This design comes from an exercise in tuning for small area, a short achievable clock period and few clock cycles per item on the open sky130 flow, not from production work. Function was not checked in any run shown here: the RTL went through the layout flow alone. Power is estimated from default activity; no workload was simulated.

`config.mk`:
```
export PLATFORM = sky130hd
export DESIGN_NAME = lc4_ooo_core
export DESIGN_NICKNAME = lc4_ooo_core
export VERILOG_FILES = /design/flow/design.v
export SDC_FILE = /design/flow/constraint.sdc
export NUM_CORES = 4
export LEC_CHECK = 0
export CAP_MARGIN = 20
export CORE_MARGIN = 2
export CORE_UTILIZATION = 40
export SLEW_MARGIN = 20
```
`constraint.sdc`:
```
create_clock -name core_clock -period 9.0 [get_ports {gwe}]
set_input_delay 1.8000 -clock core_clock [delete_from_list [all_inputs] [get_ports {gwe}]]
set_output_delay 1.8000 -clock core_clock [all_outputs]
set_load 0.01 [all_outputs]
```
`design.v`:
```
`default_nettype none
package lc4_pkg;
   localparam logic [15:0] RESET_PC = 16'h8200;
   localparam logic [3:0] OP_ARITH = 4'b0001;
   localparam logic [3:0] OP_LOGIC = 4'b0101;
   localparam logic [3:0] OP_CONST = 4'b1001;
   function automatic logic insn_writes_rd(input logic [15:0] insn);
      case (insn[15:12])
         OP_ARITH: insn_writes_rd = insn[5] || (insn[4:3] != 2'b11);
         OP_LOGIC: insn_writes_rd = 1'b1;
         OP_CONST: insn_writes_rd = 1'b1;
         default:  insn_writes_rd = 1'b0;
      endcase
   endfunction
endpackage
`default_nettype wire
`timescale 1ns/1ps
`default_nettype none
module lc4_mul_csa (
   input  logic [15:0] a,
   input  logic [7:0]  one,    
   input  logic [7:0]  two,    
   input  logic [7:0]  neg,    
   output logic [15:0] s,
   output logic [15:0] c,
   output logic [15:0] t
);
   logic one0, two0, neg0;
   logic pp0_0;
   logic pp0_1;
   logic pp0_2;
   logic pp0_3;
   logic pp0_4;
   logic pp0_5;
   logic pp0_6;
   logic pp0_7;
   logic pp0_8;
   logic pp0_9;
   logic pp0_10;
   logic pp0_11;
   logic pp0_12;
   logic pp0_13;
   logic pp0_14;
   logic pp0_15;
   logic one1, two1, neg1;
   logic pp1_0;
   logic pp1_1;
   logic pp1_2;
   logic pp1_3;
   logic pp1_4;
   logic pp1_5;
   logic pp1_6;
   logic pp1_7;
   logic pp1_8;
   logic pp1_9;
   logic pp1_10;
   logic pp1_11;
   logic pp1_12;
   logic pp1_13;
   logic one2, two2, neg2;
   logic pp2_0;
   logic pp2_1;
   logic pp2_2;
   logic pp2_3;
   logic pp2_4;
   logic pp2_5;
   logic pp2_6;
   logic pp2_7;
   logic pp2_8;
   logic pp2_9;
   logic pp2_10;
   logic pp2_11;
   logic one3, two3, neg3;
   logic pp3_0;
   logic pp3_1;
   logic pp3_2;
   logic pp3_3;
   logic pp3_4;
   logic pp3_5;
   logic pp3_6;
   logic pp3_7;
   logic pp3_8;
   logic pp3_9;
   logic one4, two4, neg4;
   logic pp4_0;
   logic pp4_1;
   logic pp4_2;
   logic pp4_3;
   logic pp4_4;
   logic pp4_5;
   logic pp4_6;
   logic pp4_7;
   logic one5, two5, neg5;
   logic pp5_0;
   logic pp5_1;
   logic pp5_2;
   logic pp5_3;
   logic pp5_4;
   logic pp5_5;
   logic one6, two6, neg6;
   logic pp6_0;
   logic pp6_1;
   logic pp6_2;
   logic pp6_3;
   logic one7, two7, neg7;
   logic pp7_0;
   logic pp7_1;
   logic hs0, hc0;
   logic hs1, hc1;
   logic fs2, fc2;
   logic hs3, hc3;
   logic fs4, fc4;
   logic hs5, hc5;
   logic fs6, fc6;
   logic fs7, fc7;
   logic hs8, hc8;
   logic fs9, fc9;
   logic fs10, fc10;
   logic hs11, hc11;
   logic hs12, hc12;
   logic hs13, hc13;
   logic fs14, fc14;
   logic hs15, hc15;
   logic fs16, fc16;
   logic hs17, hc17;
   logic fs18, fc18;
   logic fs19, fc19;
   logic fs20, fc20;
   logic fs21, fc21;
   logic fs22, fc22;
   logic fs23, fc23;
   logic fs24, fc24;
   logic fs25, fc25;
   logic fs26, fc26;
   logic fs27, fc27;
   logic fs28, fc28;
   logic fs29, fc29;
   logic hs30, hc30;
   logic hs31, hc31;
   logic fs32, fc32;
   logic fs33, fc33;
   logic fs34, fc34;
   logic fs35, fc35;
   logic fs36, fc36;
   logic fs37, fc37;
   logic fs38, fc38;
   logic fs39, fc39;
   logic fs40, fc40;
   logic fs41, fc41;
   assign one0 = one[0];
   assign two0 = two[0];
   assign neg0 = neg[0];
   assign pp0_0 = (one0 & a[0]) ^ neg0;
   assign pp0_1 = ((one0 & a[1]) | (two0 & a[0])) ^ neg0;
   assign pp0_2 = ((one0 & a[2]) | (two0 & a[1])) ^ neg0;
   assign pp0_3 = ((one0 & a[3]) | (two0 & a[2])) ^ neg0;
   assign pp0_4 = ((one0 & a[4]) | (two0 & a[3])) ^ neg0;
   assign pp0_5 = ((one0 & a[5]) | (two0 & a[4])) ^ neg0;
   assign pp0_6 = ((one0 & a[6]) | (two0 & a[5])) ^ neg0;
   assign pp0_7 = ((one0 & a[7]) | (two0 & a[6])) ^ neg0;
   assign pp0_8 = ((one0 & a[8]) | (two0 & a[7])) ^ neg0;
   assign pp0_9 = ((one0 & a[9]) | (two0 & a[8])) ^ neg0;
   assign pp0_10 = ((one0 & a[10]) | (two0 & a[9])) ^ neg0;
   assign pp0_11 = ((one0 & a[11]) | (two0 & a[10])) ^ neg0;
   assign pp0_12 = ((one0 & a[12]) | (two0 & a[11])) ^ neg0;
   assign pp0_13 = ((one0 & a[13]) | (two0 & a[12])) ^ neg0;
   assign pp0_14 = ((one0 & a[14]) | (two0 & a[13])) ^ neg0;
   assign pp0_15 = ((one0 & a[15]) | (two0 & a[14])) ^ neg0;
   assign one1 = one[1];
   assign two1 = two[1];
   assign neg1 = neg[1];
   assign pp1_0 = (one1 & a[0]) ^ neg1;
   assign pp1_1 = ((one1 & a[1]) | (two1 & a[0])) ^ neg1;
   assign pp1_2 = ((one1 & a[2]) | (two1 & a[1])) ^ neg1;
   assign pp1_3 = ((one1 & a[3]) | (two1 & a[2])) ^ neg1;
   assign pp1_4 = ((one1 & a[4]) | (two1 & a[3])) ^ neg1;
   assign pp1_5 = ((one1 & a[5]) | (two1 & a[4])) ^ neg1;
   assign pp1_6 = ((one1 & a[6]) | (two1 & a[5])) ^ neg1;
   assign pp1_7 = ((one1 & a[7]) | (two1 & a[6])) ^ neg1;
   assign pp1_8 = ((one1 & a[8]) | (two1 & a[7])) ^ neg1;
   assign pp1_9 = ((one1 & a[9]) | (two1 & a[8])) ^ neg1;
   assign pp1_10 = ((one1 & a[10]) | (two1 & a[9])) ^ neg1;
   assign pp1_11 = ((one1 & a[11]) | (two1 & a[10])) ^ neg1;
   assign pp1_12 = ((one1 & a[12]) | (two1 & a[11])) ^ neg1;
   assign pp1_13 = ((one1 & a[13]) | (two1 & a[12])) ^ neg1;
   assign one2 = one[2];
   assign two2 = two[2];
   assign neg2 = neg[2];
   assign pp2_0 = (one2 & a[0]) ^ neg2;
   assign pp2_1 = ((one2 & a[1]) | (two2 & a[0])) ^ neg2;
   assign pp2_2 = ((one2 & a[2]) | (two2 & a[1])) ^ neg2;
   assign pp2_3 = ((one2 & a[3]) | (two2 & a[2])) ^ neg2;
   assign pp2_4 = ((one2 & a[4]) | (two2 & a[3])) ^ neg2;
   assign pp2_5 = ((one2 & a[5]) | (two2 & a[4])) ^ neg2;
   assign pp2_6 = ((one2 & a[6]) | (two2 & a[5])) ^ neg2;
   assign pp2_7 = ((one2 & a[7]) | (two2 & a[6])) ^ neg2;
   assign pp2_8 = ((one2 & a[8]) | (two2 & a[7])) ^ neg2;
   assign pp2_9 = ((one2 & a[9]) | (two2 & a[8])) ^ neg2;
   assign pp2_10 = ((one2 & a[10]) | (two2 & a[9])) ^ neg2;
   assign pp2_11 = ((one2 & a[11]) | (two2 & a[10])) ^ neg2;
   assign one3 = one[3];
   assign two3 = two[3];
   assign neg3 = neg[3];
   assign pp3_0 = (one3 & a[0]) ^ neg3;
   assign pp3_1 = ((one3 & a[1]) | (two3 & a[0])) ^ neg3;
   assign pp3_2 = ((one3 & a[2]) | (two3 & a[1])) ^ neg3;
   assign pp3_3 = ((one3 & a[3]) | (two3 & a[2])) ^ neg3;
   assign pp3_4 = ((one3 & a[4]) | (two3 & a[3])) ^ neg3;
   assign pp3_5 = ((one3 & a[5]) | (two3 & a[4])) ^ neg3;
   assign pp3_6 = ((one3 & a[6]) | (two3 & a[5])) ^ neg3;
   assign pp3_7 = ((one3 & a[7]) | (two3 & a[6])) ^ neg3;
   assign pp3_8 = ((one3 & a[8]) | (two3 & a[7])) ^ neg3;
   assign pp3_9 = ((one3 & a[9]) | (two3 & a[8])) ^ neg3;
   assign one4 = one[4];
   assign two4 = two[4];
   assign neg4 = neg[4];
   assign pp4_0 = (one4 & a[0]) ^ neg4;
   assign pp4_1 = ((one4 & a[1]) | (two4 & a[0])) ^ neg4;
   assign pp4_2 = ((one4 & a[2]) | (two4 & a[1])) ^ neg4;
   assign pp4_3 = ((one4 & a[3]) | (two4 & a[2])) ^ neg4;
   assign pp4_4 = ((one4 & a[4]) | (two4 & a[3])) ^ neg4;
   assign pp4_5 = ((one4 & a[5]) | (two4 & a[4])) ^ neg4;
   assign pp4_6 = ((one4 & a[6]) | (two4 & a[5])) ^ neg4;
   assign pp4_7 = ((one4 & a[7]) | (two4 & a[6])) ^ neg4;
   assign one5 = one[5];
   assign two5 = two[5];
   assign neg5 = neg[5];
   assign pp5_0 = (one5 & a[0]) ^ neg5;
   assign pp5_1 = ((one5 & a[1]) | (two5 & a[0])) ^ neg5;
   assign pp5_2 = ((one5 & a[2]) | (two5 & a[1])) ^ neg5;
   assign pp5_3 = ((one5 & a[3]) | (two5 & a[2])) ^ neg5;
   assign pp5_4 = ((one5 & a[4]) | (two5 & a[3])) ^ neg5;
   assign pp5_5 = ((one5 & a[5]) | (two5 & a[4])) ^ neg5;
   assign one6 = one[6];
   assign two6 = two[6];
   assign neg6 = neg[6];
   assign pp6_0 = (one6 & a[0]) ^ neg6;
   assign pp6_1 = ((one6 & a[1]) | (two6 & a[0])) ^ neg6;
   assign pp6_2 = ((one6 & a[2]) | (two6 & a[1])) ^ neg6;
   assign pp6_3 = ((one6 & a[3]) | (two6 & a[2])) ^ neg6;
   assign one7 = one[7];
   assign two7 = two[7];
   assign neg7 = neg[7];
   assign pp7_0 = (one7 & a[0]) ^ neg7;
   assign pp7_1 = ((one7 & a[1]) | (two7 & a[0])) ^ neg7;
   assign hs0 = pp0_10 ^ pp1_8;
   assign hc0 = pp0_10 & pp1_8;
   assign hs1 = pp0_11 ^ pp1_9;
   assign hc1 = pp0_11 & pp1_9;
   assign fs2 = pp0_12 ^ pp1_10 ^ pp2_8;
   assign fc2 = (pp0_12 & pp1_10) | (pp0_12 & pp2_8) | (pp1_10 & pp2_8);
   assign hs3 = pp3_6 ^ pp4_4;
   assign hc3 = pp3_6 & pp4_4;
   assign fs4 = pp0_13 ^ pp1_11 ^ pp2_9;
   assign fc4 = (pp0_13 & pp1_11) | (pp0_13 & pp2_9) | (pp1_11 & pp2_9);
   assign hs5 = pp3_7 ^ pp4_5;
   assign hc5 = pp3_7 & pp4_5;
   assign fs6 = pp0_14 ^ pp1_12 ^ pp2_10;
   assign fc6 = (pp0_14 & pp1_12) | (pp0_14 & pp2_10) | (pp1_12 & pp2_10);
   assign fs7 = pp3_8 ^ pp4_6 ^ pp5_4;
   assign fc7 = (pp3_8 & pp4_6) | (pp3_8 & pp5_4) | (pp4_6 & pp5_4);
   assign hs8 = pp6_2 ^ pp7_0;
   assign hc8 = pp6_2 & pp7_0;
   assign fs9 = pp0_15 ^ pp1_13 ^ pp2_11;
   assign fc9 = (pp0_15 & pp1_13) | (pp0_15 & pp2_11) | (pp1_13 & pp2_11);
   assign fs10 = pp3_9 ^ pp4_7 ^ pp5_5;
   assign fc10 = (pp3_9 & pp4_7) | (pp3_9 & pp5_5) | (pp4_7 & pp5_5);
   assign hs11 = pp6_3 ^ pp7_1;
   assign hc11 = pp6_3 & pp7_1;
   assign hs12 = pp0_6 ^ pp1_4;
   assign hc12 = pp0_6 & pp1_4;
   assign hs13 = pp0_7 ^ pp1_5;
   assign hc13 = pp0_7 & pp1_5;
   assign fs14 = pp0_8 ^ pp1_6 ^ pp2_4;
   assign fc14 = (pp0_8 & pp1_6) | (pp0_8 & pp2_4) | (pp1_6 & pp2_4);
   assign hs15 = pp3_2 ^ pp4_0;
   assign hc15 = pp3_2 & pp4_0;
   assign fs16 = pp0_9 ^ pp1_7 ^ pp2_5;
   assign fc16 = (pp0_9 & pp1_7) | (pp0_9 & pp2_5) | (pp1_7 & pp2_5);
   assign hs17 = pp3_3 ^ pp4_1;
   assign hc17 = pp3_3 & pp4_1;
   assign fs18 = hs0 ^ pp2_6 ^ pp3_4;
   assign fc18 = (hs0 & pp2_6) | (hs0 & pp3_4) | (pp2_6 & pp3_4);
   assign fs19 = pp4_2 ^ pp5_0 ^ neg5;
   assign fc19 = (pp4_2 & pp5_0) | (pp4_2 & neg5) | (pp5_0 & neg5);
   assign fs20 = hc0 ^ hs1 ^ pp2_7;
   assign fc20 = (hc0 & hs1) | (hc0 & pp2_7) | (hs1 & pp2_7);
   assign fs21 = pp3_5 ^ pp4_3 ^ pp5_1;
   assign fc21 = (pp3_5 & pp4_3) | (pp3_5 & pp5_1) | (pp4_3 & pp5_1);
   assign fs22 = hc1 ^ fs2 ^ hs3;
   assign fc22 = (hc1 & fs2) | (hc1 & hs3) | (fs2 & hs3);
   assign fs23 = pp5_2 ^ pp6_0 ^ neg6;
   assign fc23 = (pp5_2 & pp6_0) | (pp5_2 & neg6) | (pp6_0 & neg6);
   assign fs24 = fc2 ^ hc3 ^ fs4;
   assign fc24 = (fc2 & hc3) | (fc2 & fs4) | (hc3 & fs4);
   assign fs25 = hs5 ^ pp5_3 ^ pp6_1;
   assign fc25 = (hs5 & pp5_3) | (hs5 & pp6_1) | (pp5_3 & pp6_1);
   assign fs26 = fc4 ^ hc5 ^ fs6;
   assign fc26 = (fc4 & hc5) | (fc4 & fs6) | (hc5 & fs6);
   assign fs27 = fs7 ^ hs8 ^ neg7;
   assign fc27 = (fs7 & hs8) | (fs7 & neg7) | (hs8 & neg7);
   assign fs28 = fc6 ^ fc7 ^ hc8;
   assign fc28 = (fc6 & fc7) | (fc6 & hc8) | (fc7 & hc8);
   assign fs29 = fs9 ^ fs10 ^ hs11;
   assign fc29 = (fs9 & fs10) | (fs9 & hs11) | (fs10 & hs11);
   assign hs30 = pp0_4 ^ pp1_2;
   assign hc30 = pp0_4 & pp1_2;
   assign hs31 = pp0_5 ^ pp1_3;
   assign hc31 = pp0_5 & pp1_3;
   assign fs32 = hs12 ^ pp2_2 ^ pp3_0;
   assign fc32 = (hs12 & pp2_2) | (hs12 & pp3_0) | (pp2_2 & pp3_0);
   assign fs33 = hc12 ^ hs13 ^ pp2_3;
   assign fc33 = (hc12 & hs13) | (hc12 & pp2_3) | (hs13 & pp2_3);
   assign fs34 = hc13 ^ fs14 ^ hs15;
   assign fc34 = (hc13 & fs14) | (hc13 & hs15) | (fs14 & hs15);
   assign fs35 = fc14 ^ hc15 ^ fs16;
   assign fc35 = (fc14 & hc15) | (fc14 & fs16) | (hc15 & fs16);
   assign fs36 = fc16 ^ hc17 ^ fs18;
   assign fc36 = (fc16 & hc17) | (fc16 & fs18) | (hc17 & fs18);
   assign fs37 = fc18 ^ fc19 ^ fs20;
   assign fc37 = (fc18 & fc19) | (fc18 & fs20) | (fc19 & fs20);
   assign fs38 = fc20 ^ fc21 ^ fs22;
   assign fc38 = (fc20 & fc21) | (fc20 & fs22) | (fc21 & fs22);
   assign fs39 = fc22 ^ fc23 ^ fs24;
   assign fc39 = (fc22 & fc23) | (fc22 & fs24) | (fc23 & fs24);
   assign fs40 = fc24 ^ fc25 ^ fs26;
   assign fc40 = (fc24 & fc25) | (fc24 & fs26) | (fc25 & fs26);
   assign fs41 = fc26 ^ fc27 ^ fs28;
   assign fc41 = (fc26 & fc27) | (fc26 & fs28) | (fc27 & fs28);
   assign s[0] = pp0_0;
   assign c[0] = neg0;
   assign t[0] = 1'b0;
   assign s[1] = pp0_1;
   assign c[1] = 1'b0;
   assign t[1] = 1'b0;
   assign s[2] = pp0_2;
   assign c[2] = pp1_0;
   assign t[2] = neg1;
   assign s[3] = pp0_3;
   assign c[3] = pp1_1;
   assign t[3] = 1'b0;
   assign s[4] = hs30;
   assign c[4] = pp2_0;
   assign t[4] = neg2;
   assign s[5] = hc30;
   assign c[5] = hs31;
   assign t[5] = pp2_1;
   assign s[6] = hc31;
   assign c[6] = fs32;
   assign t[6] = neg3;
   assign s[7] = fc32;
   assign c[7] = fs33;
   assign t[7] = pp3_1;
   assign s[8] = fc33;
   assign c[8] = fs34;
   assign t[8] = neg4;
   assign s[9] = fc34;
   assign c[9] = fs35;
   assign t[9] = hs17;
   assign s[10] = fc35;
   assign c[10] = fs36;
   assign t[10] = fs19;
   assign s[11] = fc36;
   assign c[11] = fs37;
   assign t[11] = fs21;
   assign s[12] = fc37;
   assign c[12] = fs38;
   assign t[12] = fs23;
   assign s[13] = fc38;
   assign c[13] = fs39;
   assign t[13] = fs25;
   assign s[14] = fc39;
   assign c[14] = fs40;
   assign t[14] = fs27;
   assign s[15] = fc40;
   assign c[15] = fs41;
   assign t[15] = fs29;
endmodule
module lc4_booth (
   input  logic [15:0] b,
   output logic [7:0]  one,
   output logic [7:0]  two,
   output logic [7:0]  neg
);
   logic [16:0] bx;
   assign bx = {b, 1'b0};
   always_comb
      for (int j = 0; j < 8; j++) begin
         one[j] = bx[2*j+1] ^ bx[2*j];
         two[j] = (bx[2*j+2] & ~bx[2*j+1] & ~bx[2*j]) | (~bx[2*j+2] & bx[2*j+1] & bx[2*j]);
         neg[j] = bx[2*j+2];
      end
endmodule
`default_nettype wire
`timescale 1ns/1ps
`default_nettype none
module lc4_ooo_core (
   input  logic        gwe,
   input  logic        rst_n,
   output logic [15:0] imem_addr,
   input  logic [15:0] imem_out,
   output logic        commit_valid,
   output logic [15:0] commit_pc,
   output logic [15:0] commit_insn,
   output logic [15:0] commit_value,
   output logic        commit_we,
   output logic [2:0]  commit_reg,
   output logic [2:0]  commit_nzp
);
   logic [15:0] pc_f;
   logic        d_valid;
   logic [15:0] d_insn;
   logic        x_valid, x_we, x_mulph;
   logic [15:0] x_insn, x_a, x_b;
   logic [7:0]  x_one, x_two, x_neg;    
   logic        c_valid, c_we, c_zero;
   logic [15:0] c_pc, c_insn, c_value;
   logic [15:0] rf [8];
   logic [7:0]  rf_ok;
   logic        x_sub, x_and, x_or, x_xor, x_mul;
   logic        stall, x_wr;
   logic [15:0] sum, res, mul_s, mul_c, mul_t, m3_s, m3_c, mul_sum;
   assign stall = x_valid && x_mul && !x_mulph;    
   assign sum   = x_a + (x_b ^ {16{x_sub}}) + {15'd0, x_sub};
   lc4_mul_csa i_mul (.a(x_a), .one(x_one), .two(x_two), .neg(x_neg), .s(mul_s), .c(mul_c),
                      .t(mul_t));
   assign m3_s    = x_a ^ x_b ^ c_value;
   assign m3_c    = (x_a & x_b) | (x_a & c_value) | (x_b & c_value);
   assign mul_sum = m3_s + {m3_c[14:0], 1'b0};
   always_comb begin
      if (x_mulph)
         res = mul_sum;
      else if (x_and)
         res = x_a & x_b;
      else if (x_or)
         res = x_a | x_b;
      else if (x_xor)
         res = x_a ^ x_b;
      else
         res = sum;
   end
   assign x_wr = x_valid && x_we && !stall;
   logic [3:0]  d_op;
   logic [2:0]  d_rs, d_rt, d_fn;
   logic [15:0] rf_a, rf_b, d_imm, a_next, b_next;
   logic [7:0]  b_one, b_two, b_neg;
   logic        d_arith, d_logic, d_const, d_imm_sel, d_not, byp_a, byp_b, use_a, d_mul;
   assign d_op      = d_insn[15:12];
   assign d_fn      = d_insn[5:3];
   assign d_rs      = d_insn[8:6];
   assign d_rt      = d_insn[2:0];
   assign d_arith   = (d_op == lc4_pkg::OP_ARITH);
   assign d_logic   = (d_op == lc4_pkg::OP_LOGIC);
   assign d_const   = (d_op == lc4_pkg::OP_CONST);
   assign d_not     = d_logic && (d_fn == 3'b001);
   assign d_mul     = d_arith && (d_fn == 3'b001);
   assign d_imm_sel = d_const || d_not || (d_fn[2] && (d_arith || d_logic));
   assign d_imm     = d_const ? {{7{d_insn[8]}}, d_insn[8:0]} :
                      d_not   ? 16'hffff : {{11{d_insn[4]}}, d_insn[4:0]};
   assign use_a     = !d_const;
   assign rf_a      = (use_a && rf_ok[d_rs]) ? rf[d_rs] : 16'h0000;
   assign rf_b      = rf_ok[d_rt] ? rf[d_rt] : 16'h0000;
   assign byp_a     = use_a && x_wr && (x_insn[11:9] == d_rs);
   assign byp_b     = x_wr && (x_insn[11:9] == d_rt);
   assign a_next    = byp_a ? res : rf_a;
   assign b_next    = d_imm_sel ? d_imm : (byp_b ? res : rf_b);
   lc4_booth i_booth (.b(b_next), .one(b_one), .two(b_two), .neg(b_neg));
   assign imem_addr = pc_f;
   always_ff @(posedge gwe or negedge rst_n) begin
      if (!rst_n) begin
         pc_f    <= lc4_pkg::RESET_PC;
         c_pc    <= lc4_pkg::RESET_PC;
         d_valid <= 1'b0;
         x_valid <= 1'b0;
         x_mulph <= 1'b0;
         c_valid <= 1'b0;
         rf_ok   <= '0;
      end else begin
         pc_f    <= pc_f + {15'd0, !(d_valid && d_mul && !stall)};
         c_pc    <= c_pc + {15'd0, c_valid};
         d_valid <= 1'b1;
         if (!stall)
            x_valid <= d_valid;
         x_mulph <= stall;
         c_valid <= x_valid && !stall;
         if (x_wr)
            rf_ok[x_insn[11:9]] <= 1'b1;
      end
   end
   always_ff @(posedge gwe) begin
      d_insn <= imem_out;
      x_one  <= b_one;
      x_two  <= b_two;
      x_neg  <= b_neg;
      if (stall) begin
         x_a <= mul_s;
         x_b <= mul_c;
      end else begin
         x_insn <= d_insn;
         x_we   <= lc4_pkg::insn_writes_rd(d_insn);
         x_sub  <= d_arith && (d_fn == 3'b010);
         x_mul  <= d_mul;
         x_and  <= d_logic && (d_fn == 3'b000 || d_fn[2]);
         x_or   <= d_logic && (d_fn == 3'b010);
         x_xor  <= d_logic && (d_fn == 3'b011 || d_fn == 3'b001);
         x_a    <= a_next;
         x_b    <= b_next;
      end
      c_insn  <= x_insn;
      c_we    <= x_we;
      c_value <= stall ? mul_t : res;
      c_zero  <= (res == 16'h0000);
      if (x_wr)
         rf[x_insn[11:9]] <= res;
   end
   assign commit_valid = c_valid;
   assign commit_pc    = c_pc;
   assign commit_insn  = c_insn;
   assign commit_value = c_value;
   assign commit_we    = c_we;
   assign commit_reg   = c_insn[11:9];
   assign commit_nzp   = {c_value[15], c_zero, !c_value[15] && !c_zero};
endmodule
`default_nettype wire
```
`flow/run.sh`:
```
#!/bin/bash
# Standard layout (the standard.sh), with plain buffers on the ports and a
# tighter setup repair target. Each tool's output goes to a log in this folder.
set -euo pipefail
bash standard.sh BUFFER_PORTS_ARGS="-buffer_cell sky130_fd_sc_hd__buf_2" SETUP_SLACK_MARGIN=5.5 finish > flow_make.log 2>&1
```
`standard.sh`:
```
#!/bin/bash
# synth_recipe.tcl (not shown) runs the flow's synth.tcl, then flattens the netlist and writes it again
# the make line also repeats each setting of config.mk as NAME=value (left out here)
make -C /OpenROAD-flow-scripts/flow DESIGN_CONFIG=/design/flow/config.mk WORK_HOME=/design/flow/orfs CLKGATE_MAP_FILE= SYNTH_SCRIPT=/design/flow/synth_recipe.tcl "${@:-finish}"
```
==> impl_metrics.env, run 1 <==
export IMPL_fin_skew_ps=20.0
export IMPL_antenna_left=0
export IMPL_synth_edf_count=150
export IMPL_avgViaCountPerCell=5.57
export IMPL_syn_area_um2=17500
export IMPL_numCtsBuffers=35
export IMPL_rows=76
export IMPL_ys_seq_area_share_pct=44.1
export IMPL_root_buffer="clkbuf_16"
export IMPL_synth_top_family_by_area="compound AO/OA/AOI/OAI gates"
export IMPL_wl_per_cell_um=21.3
export IMPL_fin_util_pct=47.3
export IMPL_firstDrtPassIters=5
export IMPL_avgSynthCellArea_um2=11.7
export IMPL_die_area_um2=45600
export IMPL_finalMaxSlewViolations=0
export IMPL_yosys_area_share_adder_pct=10.4
export IMPL_rsz0062_at_grt="yes"
export IMPL_nets=1751
export IMPL_grt_pass1_vias=12400
export IMPL_async_reset_ff_share_pct=14.7
export IMPL_synth_distinct_cells=101
export IMPL_endpoint_kind="register"
export IMPL_numPlacedInstances=2110
export IMPL_synth_cells=1499
export IMPL_power_density_nw_per_um2=270
export IMPL_critical_path_required_ps=9460
export IMPL_finalCriticalPeriod_ps=3530
export IMPL_totalWireLength_um=47400
export IMPL_num_io_pins=90
export IMPL_cp_num_buf_inv=2
export IMPL_via_count=12400
export IMPL_hold_viol_final=0
export IMPL_fin_worst_hold_slack_ps=333
export IMPL_finalSetupViolCount=0
export IMPL_dpl_hpwl_um=32800
export IMPL_critPathKind="reg2reg"
export IMPL_cp_slowest_cell="or4_4"
export IMPL_synth_ff_type="edfxtp_1"
export IMPL_synthXorXnorAreaFrac_pct=7.64
export IMPL_die_h_um=213
export IMPL_die_w_um=213
export IMPL_grt_pass1_wl_um=73000
export IMPL_grt_ovfl_total=0
export IMPL_ys_ff_latch=300
export IMPL_drive_above_1_share_pct=25.0
export IMPL_start_kind="register"
export IMPL_gp_congestion=0.886
export IMPL_slew_headroom_pct=33.0
export IMPL_h_tree_depth=2
export IMPL_critPathMaxStageDelay_ps=520
export IMPL_fin_crit_sh_pct=39.2
export IMPL_fmax_ghz=0.283
export IMPL_initial_utilization_pct=40.6
export IMPL_insertion_delay_ps=560
export IMPL_grtUsageTotal_pct=21.2
export IMPL_min_path_type="reg2reg"
export IMPL_worst_slew_pin_slew_ps=1000
export IMPL_yosysWarnings=2
export IMPL_status="no timing/DRC/antenna violations"
export IMPL_peakVddDrop_uv=120
export IMPL_synth_simple_area_share_pct=8.97
export IMPL_drtIter0Drc=1206
export IMPL_cap_violations=0
export IMPL_worst_path_max_fanout=14
export IMPL_cts_sinks=300
export IMPL_grt_max_degree=45
export IMPL_fin_tns_setup_ps=0
export IMPL_synthMuxAreaShare_pct=11.2
export IMPL_synth_fp_nets=1639
export IMPL_port_buffers=89
export IMPL_instances_no_fill=2222
export IMPL_worstPathArrival_ps=3990
export IMPL_n_antenna_cell=0
export IMPL_antenna_found_initial=1
export IMPL_crit_chain="buf_6 -> fa_1 -> ha_4 -> o21a_1 -> o21ai_0 -> or3b_2 -> a32oi_2 -> o21a_2 -> clkinvlp_4 -> or4_4 -> nor4_2"
export IMPL_drc_errors=0
export IMPL_leakagePower_nw=8.08
export IMPL_clk_pin_slew_ps=70
export IMPL_cts_tree="built"
export IMPL_synth_compound_area_share_pct=12.9
export IMPL_syn2layout_area_growth_pct=16.5
export IMPL_core_area_um2=43200
export IMPL_clockBufferDepth=3
export IMPL_crit_family="simple AND/OR/NAND/NOR gates"
[metal layers]
layer	vias to the layer above	GRT usage [%]	part of all wire (%)	wire, um
li1	5731	-	-	-
met1	6207	29.4	45	21300
met2	384	33.9	47	22300
met3	65	4.06	5.9	2820
met4	0	5.99	2.0	964
met5	-	0	0	0
[Yosys cell counts (all sizes together), types with 11 or more instances]
library cell  instances  share of area, %
a21oi                56               1.6
a21o                 12              0.54
xor2                 52               2.6
inv                  92               2.0
nand2                94               2.0
o21ai                46               1.3
dfxtp               106                12
nor3                 15              0.43
o211ai               13              0.56
nand4                12              0.46
clkbuf               62               1.6
dfrtp                40               5.7
ha                   82               5.8
xnor2               101               5.0
mux4                 68               8.8
nor2                 81               1.7
o21a                 12              0.51
nand3                26              0.77
o221ai               20               1.1
mux2i                36               2.1
and3                 11              0.42
edfxtp              150                26
fa                   40               4.6
nand2b               19              0.68
a22oi                66               2.8
buf                  31               1.1
[placed cells by master, fill, tap and decap left out, drive strengths merged, types with 46 or more instances in the layout]
cell / instances
nand2: 94
inv: 97
a22oi: 66
a21oi: 56
dfxtp: 106
xnor2: 101
edfxtp: 150
buf: 168
xor2: 52
nor2: 81
o21ai: 46
ha: 82
mux4: 68
[registers in the layout, summed over array words and instances, names as in the netlist, 8 cells and up]
| name | cells |
|---|---|
| x_b | 16 |
| d_insn | 16 |
| c_value | 16 |
| x_insn | 16 |
| x_two | 8 |
| c_pc | 16 |
| pc_f | 16 |
| c_insn | 16 |
| x_neg | 8 |
| rf | 128 |
| x_one | 8 |
| rf_ok | 8 |
| x_a | 16 |
[worst paths after layout]
check / endpoint / slack, ps / cells past startpoint / start
worst max-delay path: c_zero / 5470 / 11 / x_a[7]
worst min-delay path: c_insn[1] / 330 / 0 / x_insn[1]
worst max register to register: c_zero / 5470 / 11 / x_a[7]
worst min register to register: c_insn[1] / 330 / 0 / x_insn[1]
max in group asynchronous: c_pc[2] / 7340 / 1 / rst_n
min in group asynchronous: rf_ok[1] / 1240 / 1 / rst_n
[cell families after synthesis]
group,after synthesis
AND/OR/NAND/NOR,318
AO/OA/AOI/OAI,308
flip-flops,300
buffers and inverters,187
XOR/XNOR,153
adder cells (fa/ha/maj),122
multiplexers,110
other,1
[per-stage QoR]
stage	setup WS [ps]	area, um^2	power (mW)
finish	5470	20400	5.51
global route	5350	20400	5.84
CTS	5460	20100	5.43
detailed placement	4770	18500	3.81
global placement	4830	18500	3.79
floorplan	5500	17600	3.24
[where the power goes]
group	total (mW)	internal, mW	switching, mW
Sequential	1.90	1.67	0.236
Clock	1.47	0.885	0.588
Combinational	2.13	0.919	1.22
[cell type report]
| type | count | area [um^2] |
|---|---|---|
| timing repair buffer | 168 | 1070 |
| multi-input combinational | 1012 | 9300 |
| fill | 3935 | 22700 |
| clock buffer | 44 | 961 |
| clock inverter | 19 | 235 |
| inverter | 94 | 362 |
| tap | 585 | 732 |
| sequential | 300 | 7770 |
[repair_timing]
action / CTS / global route
setup endpoints to repair: 129 / 54
setup buffers: 26 / 23
hold buffers: 0 / 0
pin swaps: 12 / 16
resized for setup: 43 / 38
endpoints found under the hold margin: 0 / 0
==> run 2, diff against run 1 <==
--- a/design.v
+++ b/design.v
@@ -414,3 +414,2 @@
    logic [15:0] x_insn, x_a, x_b;
-   logic [7:0]  x_one, x_two, x_neg;    
    logic        c_valid, c_we, c_zero;
@@ -424,2 +423,4 @@
    assign sum   = x_a + (x_b ^ {16{x_sub}}) + {15'd0, x_sub};
+   logic [7:0]  x_one, x_two, x_neg;    
+   lc4_booth i_booth (.b(x_b), .one(x_one), .two(x_two), .neg(x_neg));
    lc4_mul_csa i_mul (.a(x_a), .one(x_one), .two(x_two), .neg(x_neg), .s(mul_s), .c(mul_c),
@@ -445,3 +446,2 @@
    logic [15:0] rf_a, rf_b, d_imm, a_next, b_next;
-   logic [7:0]  b_one, b_two, b_neg;
    logic        d_arith, d_logic, d_const, d_imm_sel, d_not, byp_a, byp_b, use_a, d_mul;
@@ -466,3 +466,2 @@
    assign b_next    = d_imm_sel ? d_imm : (byp_b ? res : rf_b);
-   lc4_booth i_booth (.b(b_next), .one(b_one), .two(b_two), .neg(b_neg));
    assign imem_addr = pc_f;
@@ -491,5 +490,2 @@
       d_insn <= imem_out;
-      x_one  <= b_one;
-      x_two  <= b_two;
-      x_neg  <= b_neg;
       if (stall) begin
==> run 2 against run 1 <==
Compared with the run above: still clean on timing, DRC and antenna; global-route usage increased by 0.95 points; fmax down 2.0%; register-to-register slack worse by 70 ps; clock power shrank 16%; sequential share of layout area decreased by 1.8 points; wire length is 6.9% higher; final area decreased by 1.6%; via count grew 9.5%; critical path depth stayed put; final cell count is 3.1% higher; power shrank 10%; synthesized cell count grew 8.3%; critical endpoint unchanged.
==> impl_metrics.env, run 2 <==
export IMPL_status="no timing/DRC/antenna violations"
export IMPL_numPlacedInstances=2204
export IMPL_p_sw_share_pct=38.1
export IMPL_cap_violations=0
export IMPL_ys_ff_latch=276
export IMPL_rsz0062_at_grt="yes"
export IMPL_peakVddDrop_uv=157
export IMPL_final_common_cell="edfxtp_1"
export IMPL_wl_per_cell_um=22.1
export IMPL_fin_util_pct=46.7
export IMPL_fin_crit_sh_pct=40.1
export IMPL_clockBufferDepth=3
export IMPL_core_area_um2=43100
export IMPL_fin_skew_ps=15.3
export IMPL_place_area_um2=18400
export IMPL_root_buffer="clkbuf_16"
export IMPL_firstDrtPassIters=6
export IMPL_drive_above_1_share_pct=21.6
export IMPL_drc_errors=0
export IMPL_dp_slack_ps=4930
export IMPL_port_buffers=89
export IMPL_die_w_um=213
export IMPL_insertion_delay_ps=580
export IMPL_synth_distinct_cells=88
export IMPL_power_density_nw_per_um2=247
export IMPL_ys_seq_area_share_pct=41.6
export IMPL_nFillCells=3922
export IMPL_cts_sinks=276
export IMPL_via_count=13600
export IMPL_gp_congestion=0.926
export IMPL_synth_cells=1624
export IMPL_clk_pin_slew_ps=60
export IMPL_grt_max_degree=64
export IMPL_largest_reg_flops=128
export IMPL_finalCriticalPeriod_ps=3600
export IMPL_nets=1818
export IMPL_yosysTopAreaCell="edfxtp_1"
export IMPL_critPathKind="reg2reg"
export IMPL_avgSynthCellArea_um2=10.7
export IMPL_rows=76
export IMPL_die_area_um2=45300
export IMPL_grt_pass1_vias=13100
export IMPL_synth_common_cells="edfxtp_1 (150), nor2_1 (125), nand2_1 (108), a21oi_1 (100), clkbuf_1 (86)"
export IMPL_clockPowerShare_pct=25.0
export IMPL_layout_common_cells="edfxtp_1 (150), nor2_1 (121), nand2_1 (104)"
export IMPL_critical_path_required_ps=9490
export IMPL_die_h_um=213
export IMPL_fmax_ghz=0.277
export IMPL_antenna_found_initial=1
export IMPL_grtUsageTotal_pct=22.1
export IMPL_synth_fp_nets=1762
export IMPL_leakagePower_nw=7.95
export IMPL_p_switching_mw=1.89
export IMPL_n_antenna_cell=0
export IMPL_worst_slew_pin_slew_ps=1060
export IMPL_avgViaCountPerCell=5.92
export IMPL_min_path_type="reg2reg"
export IMPL_fin_worst_hold_slack_ps=339
export IMPL_design_area_um2=20100
export IMPL_instances_no_fill=2290
export IMPL_endpoint_kind="register"
export IMPL_yosysMostFrequentCell="edfxtp_1"
export IMPL_h_tree_depth=1
export IMPL_fin_tns_setup_ps=0
export IMPL_timing_final_ws_setup_ps=5400
export IMPL_synth_edf_count=150
export IMPL_slew_headroom_pct=29.4
export IMPL_syn2layout_area_growth_pct=15.3
export IMPL_initial_utilization_pct=40.5
export IMPL_grt_pass1_wl_um=77500
export IMPL_grt_ovfl_total=0
export IMPL_num_io_pins=90
export IMPL_finalSetupViolCount=0
export IMPL_dpl_hpwl_um=34400
export IMPL_worst_path_max_fanout=23
export IMPL_power_total_mw=4.96
export IMPL_drtIter0Drc=1437
export IMPL_cts_tree="built"
export IMPL_totalWireLength_um=50700
export IMPL_numCtsBuffers=31
export IMPL_start_kind="register"
export IMPL_yosysWarnings=2
export IMPL_finalMaxSlewViolations=0
export IMPL_synth_top_area_share_pct=25.8
export IMPL_async_reset_ff_share_pct=15.9
export IMPL_syn_area_um2=17400
export IMPL_reg2reg_slack_ps=5400
export IMPL_seqPwrFrac_pct=34.2
export IMPL_antenna_left=0
export IMPL_pwr_share_comb_pct=40.9
export IMPL_synth_area_leaders="edfxtp_1 (26%), dfxtp_1 (9.4%), mux4_2 (8.8%)"
export IMPL_synth_ff_type="edfxtp_1"
export IMPL_hold_viol_final=0
export IMPL_intPower_mw=3.07
export IMPL_worstPathArrival_ps=4090
run 2: changes by cell type in the layout (fill, tap and decap cells not counted), sizes merged, moves of 11 or more:
cell,change
o21ai,+35
dfxtp,-24
a21oi,+46
nor2,+44
o221ai,+13
nand2,+15
a22oi,-47
buf,-23
a221oi,+23
o22ai,+40
xnor2,-52
mux2i,+11
o211ai,+12
run 2: layer usage:
metal,global-route usage [%],share of wire (%)
met1,31.3,43
met2,35.8,46
met3,2.60,7.9
met4,6.51,2.9
met5,0,0
run 2: cell families after synthesis:
group | count (synthesis) | synth area share [%]
AOI/OAI and AO/OA | 408 | 15.7
xor gates and xnor gates | 96 | 4.91
buffers and inverters | 222 | 5.09
and+or+nand+nor | 382 | 10.6
muxes | 119 | 11.8
other | 1 | 0.0215
DFF | 276 | 41.6
adders and majority gates | 120 | 10.3
run 2: repair_timing:
item                       4_1_cts  5_1_grt
buffers inserted                11       10
pin swaps                        8       11
resized for setup               41       50
setup endpoints to repair       91       81
gates cloned                     1        6
hold buffers                     0        0
run 2: worst max-delay path, cell delays in order (launching register included):
cell     delay, ps
dfxtp_1        360
buf_4          350
mux2_4         260
fa_1           420
mux2_1         290
o21ai_1        110
o21ai_0         80
mux2i_1        570
nand4_1        240
nor4b_2        420
nand4_1        150
nor4b_2        230
run 2: worst paths after layout:
path                                start         to  cells past startpoint
worst max-delay path               x_a[0]     c_zero                     11
worst min-delay path            x_insn[4]  c_insn[4]                      0
worst max register to register     x_a[0]     c_zero                     11
worst min register to register  x_insn[4]  c_insn[4]                      0
max in group asynchronous           rst_n    c_pc[8]                      1
min in group asynchronous           rst_n   rf_ok[5]                      1
run 2: layout make-up:
class	instances	area [um^2]	area share [%]
Clock buffer	37	822	4.09
Clock inverter	21	176	0.878
Inverter	91	349	1.74
Multi-Input combinational cell	1126	9490	47.2
Sequential cell	276	7290	36.2
Tap cell	585	732	3.64
Timing Repair Buffer	154	1250	6.23
run 2: power groups by stage:
stage	clock [mW]	combinational [mW]	sequential [mW]
5_1_grt	1.32	2.22	1.71
4_1_cts	1.26	1.92	1.68
3_3_place_gp	0	1.81	1.70
3_5_place_dp	0	1.82	1.71
6_report	1.24	2.03	1.69
2_1_floorplan	0	1.28	1.68
==> run 3, diff against run 2 <==
--- a/design.v
+++ b/design.v
@@ -414,2 +414,3 @@
    logic [15:0] x_insn, x_a, x_b;
+   logic [7:0]  x_one, x_two, x_neg;    
    logic        c_valid, c_we, c_zero;
@@ -417,3 +418,2 @@
    logic [15:0] rf [8];
-   logic [7:0]  rf_ok;
    logic        x_sub, x_and, x_or, x_xor, x_mul;
@@ -423,4 +423,2 @@
    assign sum   = x_a + (x_b ^ {16{x_sub}}) + {15'd0, x_sub};
-   logic [7:0]  x_one, x_two, x_neg;    
-   lc4_booth i_booth (.b(x_b), .one(x_one), .two(x_two), .neg(x_neg));
    lc4_mul_csa i_mul (.a(x_a), .one(x_one), .two(x_two), .neg(x_neg), .s(mul_s), .c(mul_c),
@@ -446,3 +444,5 @@
    logic [15:0] rf_a, rf_b, d_imm, a_next, b_next;
+   logic [7:0]  b_one, b_two, b_neg;
    logic        d_arith, d_logic, d_const, d_imm_sel, d_not, byp_a, byp_b, use_a, d_mul;
+   logic        d_we, dstall, move, f_mul, f_wait, pc_inc;
    assign d_op      = d_insn[15:12];
@@ -460,4 +460,10 @@
    assign use_a     = !d_const;
-   assign rf_a      = (use_a && rf_ok[d_rs]) ? rf[d_rs] : 16'h0000;
-   assign rf_b      = rf_ok[d_rt] ? rf[d_rt] : 16'h0000;
+   always_comb begin
+      rf_a = 16'h0000;
+      rf_b = 16'h0000;
+      for (int i = 0; i < 8; i++) begin
+         rf_a = rf_a | (rf[i] & {16{use_a && d_rs == i[2:0]}});
+         rf_b = rf_b | (rf[i] & {16{d_rt == i[2:0]}});
+      end
+   end
    assign byp_a     = use_a && x_wr && (x_insn[11:9] == d_rs);
@@ -466,3 +472,11 @@
    assign b_next    = d_imm_sel ? d_imm : (byp_b ? res : rf_b);
+   assign d_we      = lc4_pkg::insn_writes_rd(d_insn);
+   lc4_booth i_booth (.b(rf_b), .one(b_one), .two(b_two), .neg(b_neg));
+   assign dstall = d_valid && d_mul && byp_b;
+   assign move   = !stall && !dstall;             
    assign imem_addr = pc_f;
+   assign f_mul     = (imem_out[15:12] == lc4_pkg::OP_ARITH) && (imem_out[5:3] == 3'b001);
+   assign f_wait    = f_mul && d_valid && d_we && (imem_out[2:0] == d_insn[11:9]);
+   assign pc_inc    = move  ? !(d_valid && d_mul) && !f_wait :
+                      stall ? !(d_valid && d_mul && d_rt == x_insn[11:9]) : 1'b1;
    always_ff @(posedge gwe or negedge rst_n) begin
@@ -475,5 +489,4 @@
          c_valid <= 1'b0;
-         rf_ok   <= '0;
       end else begin
-         pc_f    <= pc_f + {15'd0, !(d_valid && d_mul && !stall)};
+         pc_f    <= pc_f + {15'd0, pc_inc};
          c_pc    <= c_pc + {15'd0, c_valid};
@@ -481,7 +494,5 @@
          if (!stall)
-            x_valid <= d_valid;
+            x_valid <= d_valid && !dstall;
          x_mulph <= stall;
          c_valid <= x_valid && !stall;
-         if (x_wr)
-            rf_ok[x_insn[11:9]] <= 1'b1;
       end
@@ -490,2 +501,5 @@
       d_insn <= imem_out;
+      x_one  <= b_one;
+      x_two  <= b_two;
+      x_neg  <= b_neg;
       if (stall) begin
@@ -495,3 +509,3 @@
          x_insn <= d_insn;
-         x_we   <= lc4_pkg::insn_writes_rd(d_insn);
+         x_we   <= d_we;
          x_sub  <= d_arith && (d_fn == 3'b010);
@@ -508,4 +522,5 @@
       c_zero  <= (res == 16'h0000);
-      if (x_wr)
-         rf[x_insn[11:9]] <= res;
+      for (int i = 0; i < 8; i++)
+         if (!rst_n || (x_wr && x_insn[11:9] == i[2:0]))
+            rf[i] <= res & {16{rst_n}};
    end
==> flow/run.sh (replaced) <==
#!/bin/bash
# Standard layout (the standard.sh), with plain buffers on the ports and a
# tighter setup repair target. Each tool's output goes to a log in this folder.
set -euo pipefail
bash standard.sh BUFFER_PORTS_ARGS="-buffer_cell sky130_fd_sc_hd__buf_1" SETUP_SLACK_MARGIN=5.5 finish > flow_make.log 2>&1
--- a/config.mk
+++ b/config.mk
@@ -10,2 +10,4 @@
 export CORE_UTILIZATION = 40
+export CTS_CLUSTER_DIAMETER = 120
+export CTS_CLUSTER_SIZE = 22
 export SLEW_MARGIN = 20
==> run 3 against run 2 <==
Compared with the run above: worst setup slack better by 140 ps; clock power is 34% lower; first-iteration DRC count is 17% lower; critical path depth is 1 higher; synthesized cell count is 3.9% lower; register-to-register slack better by 140 ps; sequential cell count is 16 higher; combinational power is 78% higher; critical path type unchanged; largest cell class unchanged; largest power group unchanged; highest routed layer unchanged.
==> impl_metrics.env, run 3 <==
export IMPL_port_buffers=89
export IMPL_cp_depth=12
export IMPL_grt_ovfl_total=0
export IMPL_status="no timing/DRC/antenna violations"
export IMPL_numPlacedInstances=2115
export IMPL_grtUsageTotal_pct=21.7
export IMPL_r2r_start="x_sub"
export IMPL_crit_path_end="x_b[15]"
export IMPL_drive_above_1_share_pct=13.5
export IMPL_num_io_pins=90
export IMPL_insertion_delay_ps=540
export IMPL_rsz0062_at_grt="yes"
export IMPL_avgSynthCellArea_um2=10.7
export IMPL_crit_chain="buf_12 -> xor2_2 -> ha_1 -> and3_4 -> a221o_2 -> or4_4 -> o211ai_1 -> mux2i_1 -> nor4_4 -> buf_6 -> a211o_1 -> a22oi_2"
export IMPL_dpl_hpwl_um=33000
export IMPL_worst_slew_pin_slew_ps=1210
export IMPL_fmax_ghz=0.288
export IMPL_nFillCells=3855
export IMPL_crit_family="compound AO/OA/AOI/OAI gates"
export IMPL_reg2reg_slack_ps=5530
export IMPL_reg2regPathDepth=12
export IMPL_critPathMaxStageDelay_ps=470
export IMPL_cp_num_buf_inv=2
export IMPL_via_count=12800
export IMPL_layout_common_cells="edfxtp_1 (150), a22oi_1 (123), nor2_1 (99)"
export IMPL_numCtsBuffers=17
export IMPL_hold_viol_final=0
export IMPL_syn_area_um2=16700
export IMPL_cap_violations=0
export IMPL_drc_errors=0
export IMPL_fin_skew_ps=27.1
export IMPL_die_h_um=209
export IMPL_nets=1764
export IMPL_antenna_left=0
export IMPL_cts_tree="built"
export IMPL_async_reset_ff_share_pct=12.3
export IMPL_regArea_um2=7560
export IMPL_critPathLaunch="x_sub"
export IMPL_leakagePower_nw=7.25
export IMPL_clockBufferDepth=3
export IMPL_place_area_um2=17600
export IMPL_instances_no_fill=2171
export IMPL_initial_utilization_pct=40.7
export IMPL_power_density_nw_per_um2=352
export IMPL_synth_simple_area_share_pct=10.8
export IMPL_synthXorXnorAreaFrac_pct=8.21
export IMPL_drtIter0Drc=1195
export IMPL_cp_slowest_cell="edfxtp_1"
export IMPL_finalSetupViolCount=0
export IMPL_antenna_found_initial=0
export IMPL_h_tree_depth=1
export IMPL_die_w_um=209
export IMPL_totalWireLength_um=48400
export IMPL_syn2layout_area_growth_pct=12.5
export IMPL_clk_pin_slew_ps=90
export IMPL_yosysMostFrequentCell="edfxtp_1"
export IMPL_yosys_area_share_adder_pct=10.6
export IMPL_cts_sinks=292
export IMPL_avgViaCountPerCell=5.88
export IMPL_start_kind="register"
export IMPL_fin_tns_setup_ps=0
export IMPL_min_path_type="reg2reg"
export IMPL_synth_compound_area_share_pct=16.2
export IMPL_core_area_um2=41100
export IMPL_finalCriticalPeriod_ps=3470
export IMPL_n_antenna_cell=0
export IMPL_finalMaxSlewViolations=0
export IMPL_largest_reg_flops=128
export IMPL_synth_common_cells="edfxtp_1 (150), a22oi_1 (128), nor2_1 (110), dfxtp_1 (106), xnor2_1 (99)"
export IMPL_multi_input_area_um2=8990
export IMPL_root_buffer="clkbuf_16"
export IMPL_gp_congestion=0.950
export IMPL_yosysTopAreaCell="edfxtp_1"
export IMPL_synth_distinct_cells=84
export IMPL_final_common_cell="edfxtp_1"
export IMPL_synth_ff_type="edfxtp_1"
export IMPL_synth_top_family_by_area="compound AO/OA/AOI/OAI gates"
export IMPL_firstDrtPassIters=5
export IMPL_grt_pass1_wl_um=73500
export IMPL_critPathKind="reg2reg"
export IMPL_grt_max_degree=69
export IMPL_synth_cells=1561
export IMPL_grt_pass1_vias=12600
export IMPL_worst_path_max_fanout=7
export IMPL_critical_path_required_ps=9450
export IMPL_fin_util_pct=45.8
export IMPL_ys_seq_area_share_pct=45.0
export IMPL_synth_edf_count=150
export IMPL_synth_area_leaders="edfxtp_1 (27%), dfxtp_1 (13%), ha_1 (5.8%)"
export IMPL_worstPathArrival_ps=3920
export IMPL_ys_ff_latch=292
export IMPL_synth_fp_nets=1697
export IMPL_synth_top_area_share_pct=26.9
export IMPL_min_delay_start="x_insn[7]"
export IMPL_synthMuxAreaShare_pct=4.69
export IMPL_hold_buffers=0
export IMPL_wl_per_cell_um=22.3
export IMPL_yosysWarnings=3
export IMPL_r2r_end="x_b[15]"
export IMPL_power_total_mw=6.63
export IMPL_slew_headroom_pct=19.5
export IMPL_rows=74
export IMPL_peakVddDrop_uv=142
export IMPL_design_area_um2=18800
export IMPL_fin_crit_sh_pct=38.5
export IMPL_die_area_um2=43500
export IMPL_endpoint_kind="register"
run 3: repair_timing:
| action | 4_1_cts | 5_1_grt |
|---|---|---|
| endpoints found under the setup margin | 107 | 92 |
| resized for setup | 28 | 77 |
| gates cloned | 0 | 1 |
| pin swaps | 7 | 30 |
| buffers inserted | 11 | 14 |
run 3: routing by layer:
metal	track usage, %	wire length [um]
met1	29.7	21000
met2	35.2	22600
met3	3.11	3310
met4	7.83	1540
met5	0	0
run 3: cells by family after synthesis:
kind of cell / after synthesis
xor+xnor: 157
mux: 63
buf+inv: 173
flops: 292
compound gates: 389
simple gates: 368
fa+ha+maj: 118
other cells: 1
run 3: cell type report:
type	instances	area share [%]
multi-input cells	1096	47.8
clock buffers	27	2.46
repair buffers	148	4.49
flip-flops and latches	292	40.1
inverters	73	1.45
clock inverters	3	0.159
well taps	532	3.53
run 3: how the worst min path moves through the flow:
stage,end,cells past startpoint
global placement,c_insn[2],0
detailed placement,c_insn[7],0
CTS,c_insn[7],0
floorplan,c_insn[0],0
finish,c_insn[7],0
global route,c_insn[7],0
run 3: through the flow:
stage	worst slack [ps]	hold slack [ps]
after floorplan	5490	323
after global placement	4800	324
after detailed placement	4730	327
after CTS	5410	349
after global routing	5420	354
final	5530	347
run 3: report_power, final:
group / total (mW) / switching (mW) / leakage [nW] / internal [mW]
Combinational: 3.62 / 2.04 / 4.12 / 1.57
Clock: 0.814 / 0.450 / 0.237 / 0.364
Sequential: 2.20 / 0.376 / 2.90 / 1.83
Total: 6.63 / 2.87 / 7.25 / 3.76
run 3: worst reg2reg max path, delay by kind of cell, from the launching register on:
family / cells / cell delay (ps)
buf+inv: 2 / 340
mux: 1 / 330
compound gates: 4 / 1030
fa+ha+maj: 1 / 360
xor+xnor: 1 / 180
flops: 1 / 470
simple gates: 3 / 690
==> run 4, diff against run 3 <==
--- a/design.v
+++ b/design.v
@@ -490,4 +490,6 @@
       end else begin
-         pc_f    <= pc_f + {15'd0, pc_inc};
-         c_pc    <= c_pc + {15'd0, c_valid};
+         if (pc_inc)
+            pc_f <= pc_f + 16'd1;
+         if (c_valid)
+            c_pc <= c_pc + 16'd1;
          d_valid <= 1'b1;
==> flow/run.sh (replaced) <==
#!/bin/bash
# Standard layout (the standard.sh), with plain buffers on the ports and a
# tighter setup repair target. Each tool's output goes to a log in this folder.
set -euo pipefail
bash standard.sh BUFFER_PORTS_ARGS="-buffer_cell sky130_fd_sc_hd__buf_1" SETUP_SLACK_MARGIN=6 finish > flow_make.log 2>&1
==> run 4 against run 3 <==
Compared with the run above: global-route usage rose by 0.44 points; register-to-register slack got worse by 20 ps; wire length rose by 0.66%; final cell count fell by 0.28%; critical path type unchanged; highest routed layer unchanged.
==> impl_metrics.env, run 4 <==
export IMPL_status="no timing/DRC/antenna violations"
export IMPL_timing_final_ws_setup_ps=5510
export IMPL_critPathKind="reg2reg"
export IMPL_power_density_nw_per_um2=380
export IMPL_hold_buffers=0
export IMPL_final_common_cell="edfxtp_1"
export IMPL_async_reset_ff_share_pct=12.3
export IMPL_antenna_found_initial=0
export IMPL_yosysMostFrequentCell="edfxtp_1"
export IMPL_instances_no_fill=2165
export IMPL_peakVddDrop_uv=148
export IMPL_initial_utilization_pct=40.5
export IMPL_cts_tree="built"
export IMPL_crit_chain="fa_1 -> ha_1 -> a211o_1 -> a21oi_2 -> o21ai_2 -> a21oi_2 -> xnor2_1 -> a221o_1 -> or3b_1 -> or4_4 -> nor4_4"
export IMPL_power_total_mw=7.26
export IMPL_insertion_delay_ps=530
export IMPL_drive_above_1_share_pct=17.5
export IMPL_leakagePower_nw=7.33
export IMPL_antenna_left=0
export IMPL_numCtsBuffers=17
export IMPL_ys_seq_area_share_pct=45.7
export IMPL_critPathLaunch="c_value[2]"
export IMPL_cap_violations=0
export IMPL_drc_errors=0
export IMPL_min_delay_start="x_insn[0]"
export IMPL_cts_sinks=292
export IMPL_synth_common_cells="edfxtp_1 (150), a22oi_1 (125), dfxtp_1 (106), nor2_1 (106), xnor2_1 (100)"
export IMPL_reg2reg_slack_ps=5510
export IMPL_grt_ovfl_total=0
export IMPL_worstPathArrival_ps=3930
export IMPL_grt_max_degree=76
export IMPL_avgViaCountPerCell=5.83
export IMPL_finalCriticalPeriod_ps=3490
export IMPL_rsz0062_at_grt="yes"
export IMPL_crit_path_end="c_zero"
export IMPL_finalMaxSlewViolations=0
export IMPL_worst_path_max_fanout=3
export IMPL_synth_ff_type="edfxtp_1"
export IMPL_firstDrtPassIters=6
export IMPL_synth_area_leaders="edfxtp_1 (27%), dfxtp_1 (13%), ha_1 (5.8%)"
export IMPL_slew_headroom_pct=22.1
export IMPL_fin_crit_sh_pct=38.8
export IMPL_nets=1756
export IMPL_dpl_hpwl_um=32700
export IMPL_fin_skew_ps=24.4
export IMPL_worst_slew_pin_slew_ps=1170
export IMPL_endpoint_kind="register"
export IMPL_fin_tns_setup_ps=0
export IMPL_n_antenna_cell=0
export IMPL_root_buffer="clkbuf_16"
export IMPL_nFillCells=3754
export IMPL_totalWireLength_um=48700
export IMPL_reg2regPathDepth=11
export IMPL_grtUsageTotal_pct=22.1
export IMPL_min_path_type="reg2reg"
export IMPL_numPlacedInstances=2081
export IMPL_grt_pass1_wl_um=74600
export IMPL_layout_common_cells="edfxtp_1 (150), a22oi_1 (125), xnor2_1 (98)"
export IMPL_yosysWarnings=3
export IMPL_via_count=12600
export IMPL_num_io_pins=90
export IMPL_cp_slowest_cell="fa_1"
export IMPL_h_tree_depth=1
export IMPL_clk_pin_slew_ps=100
export IMPL_ys_ff_latch=292
export IMPL_synth_edf_count=150
export IMPL_avgSynthCellArea_um2=10.8
export IMPL_synth_distinct_cells=75
export IMPL_port_buffers=89
export IMPL_synth_top_area_share_pct=27.3
export IMPL_syn2layout_area_growth_pct=15.9
export IMPL_syn_area_um2=16500
export IMPL_critical_path_required_ps=9440
export IMPL_hold_viol_final=0
export IMPL_drtIter0Drc=1381
export IMPL_start_kind="register"
export IMPL_grt_pass1_vias=12300
export IMPL_fmax_ghz=0.286
export IMPL_finalSetupViolCount=0
export IMPL_gp_congestion=0.893
export IMPL_clockBufferDepth=3
export IMPL_dp_slack_ps=4790
export IMPL_critPathMaxStageDelay_ps=490
export IMPL_synth_cells=1521
export IMPL_yosysTopAreaCell="edfxtp_1"
export IMPL_die_area_um2=42900
export IMPL_fin_util_pct=46.9
export IMPL_die_w_um=207
export IMPL_wl_per_cell_um=22.5
export IMPL_rows=74
export IMPL_synth_fp_nets=1655
export IMPL_core_area_um2=40700
export IMPL_path_common_cell="a21oi_2"
export IMPL_r2r_end="c_zero"
export IMPL_r2r_start="c_value[2]"
export IMPL_die_h_um=207
export IMPL_largest_reg_flops=128
[run 4: area by class of cell]
| class | instances | area [um^2] | area share, % |
|---|---|---|---|
| Clock buffer | 28 | 467 | 2.44 |
| Timing Repair Buffer | 173 | 1110 | 5.82 |
| Sequential cell | 292 | 7580 | 39.7 |
| Inverter | 76 | 297 | 1.55 |
| Clock inverter | 2 | 25.0 | 0.131 |
| Multi-Input combinational cell | 1062 | 8960 | 46.9 |
| Tap cell | 532 | 666 | 3.48 |
[run 4: cells by family after synthesis]
family / count (synthesis) / share of synthesized area (%)
AND/OR/NAND/NOR: 343 / 9.84
multiplexers: 60 / 5.05
XOR/XNOR: 170 / 9.03
buffers and inverters: 167 / 3.95
AO/OA/AOI/OAI: 372 / 15.8
other: 1 / 0.0227
flip-flops: 292 / 45.7
adder cells (fa/ha/maj): 116 / 10.6
[run 4: stage by stage]
step           hold slack (ps)  instance area [um^2]
4_1_cts                    332                 18600
3_5_place_dp               327                 17500
6_report                   330                 19100
2_1_floorplan              323                 16600
3_3_place_gp               326                 17500
5_1_grt                    347                 19100
[run 4: power by group]
group | switching (mW) | internal, mW
registers | 0.415 | 1.88
clock network | 0.445 | 0.365
logic | 2.27 | 1.88
[run 4: worst min-delay path by stage]
stage,endpoint,cells past startpoint
6_report,c_insn[0],0
5_1_grt,c_insn[0],0
4_1_cts,c_insn[0],0
3_5_place_dp,c_insn[6],0
3_3_place_gp,c_insn[8],0
2_1_floorplan,c_insn[0],0
[run 4: per-layer routing]
layer	track usage, %	wire [um]	up-vias
met5	0	0	-
met4	5.99	830	0
met3	2.77	3420	66
met2	34.7	22800	516
met1	32.3	21700	6324
li1	-	-	5720
[run 4: timing repair]
item / 4_1_cts / 5_1_grt
cloned: 0 / 0
setup buffers: 35 / 19
resized for setup: 90 / 73
pin swaps: 33 / 43
endpoints found under the setup margin: 211 / 171
[run 4: worst max-delay path, delay by kind of cell, from the launching register on]
kind	cells	cell delay, ps
compound gates	5	1150
simple gates	3	1020
xor+xnor	1	80
fa+ha+maj	2	820
flops	1	360

[afterwards: timing with drivers on the ports]
The flow's constraints put no driver on any port. The routed layouts listed below were extracted and timed again, unchanged, in two steps. Step 1, drivers: a clkbuf_16 drives gwe and a buf_2 each remaining input, both assumed. Step 2 times the ports against the registers' clock, not the clock port: input delays grow and output delays shrink by t, the midpoint of the rising clock arrivals with the driver on. Slacks: ideal / step 1 / step 2; pairs: ideal / step 1.
| run | t (ns) | setup WS [ns] | worst setup path at the end | clock arrival spread, ns |
|---|---|---|---|---|
| run 1 | 0.604 | 5.468 / 5.468 / 5.468 | register to register | 0.020 / 0.020 |
| run 2 | 0.626 | 5.395 / 5.395 / 5.395 | register to register | 0.015 / 0.016 |
| run 3 | 0.574 | 5.532 / 5.532 / 5.127 | input to register | 0.027 / 0.027 |
| run 4 | 0.566 | 5.509 / 5.509 / 5.454 | input to register | 0.025 / 0.024 |
After both steps setup and hold are still met in every run listed. The setup slack of run 3, which loses most, moves by 0.000 ns with the drivers and by -0.405 ns with both steps.
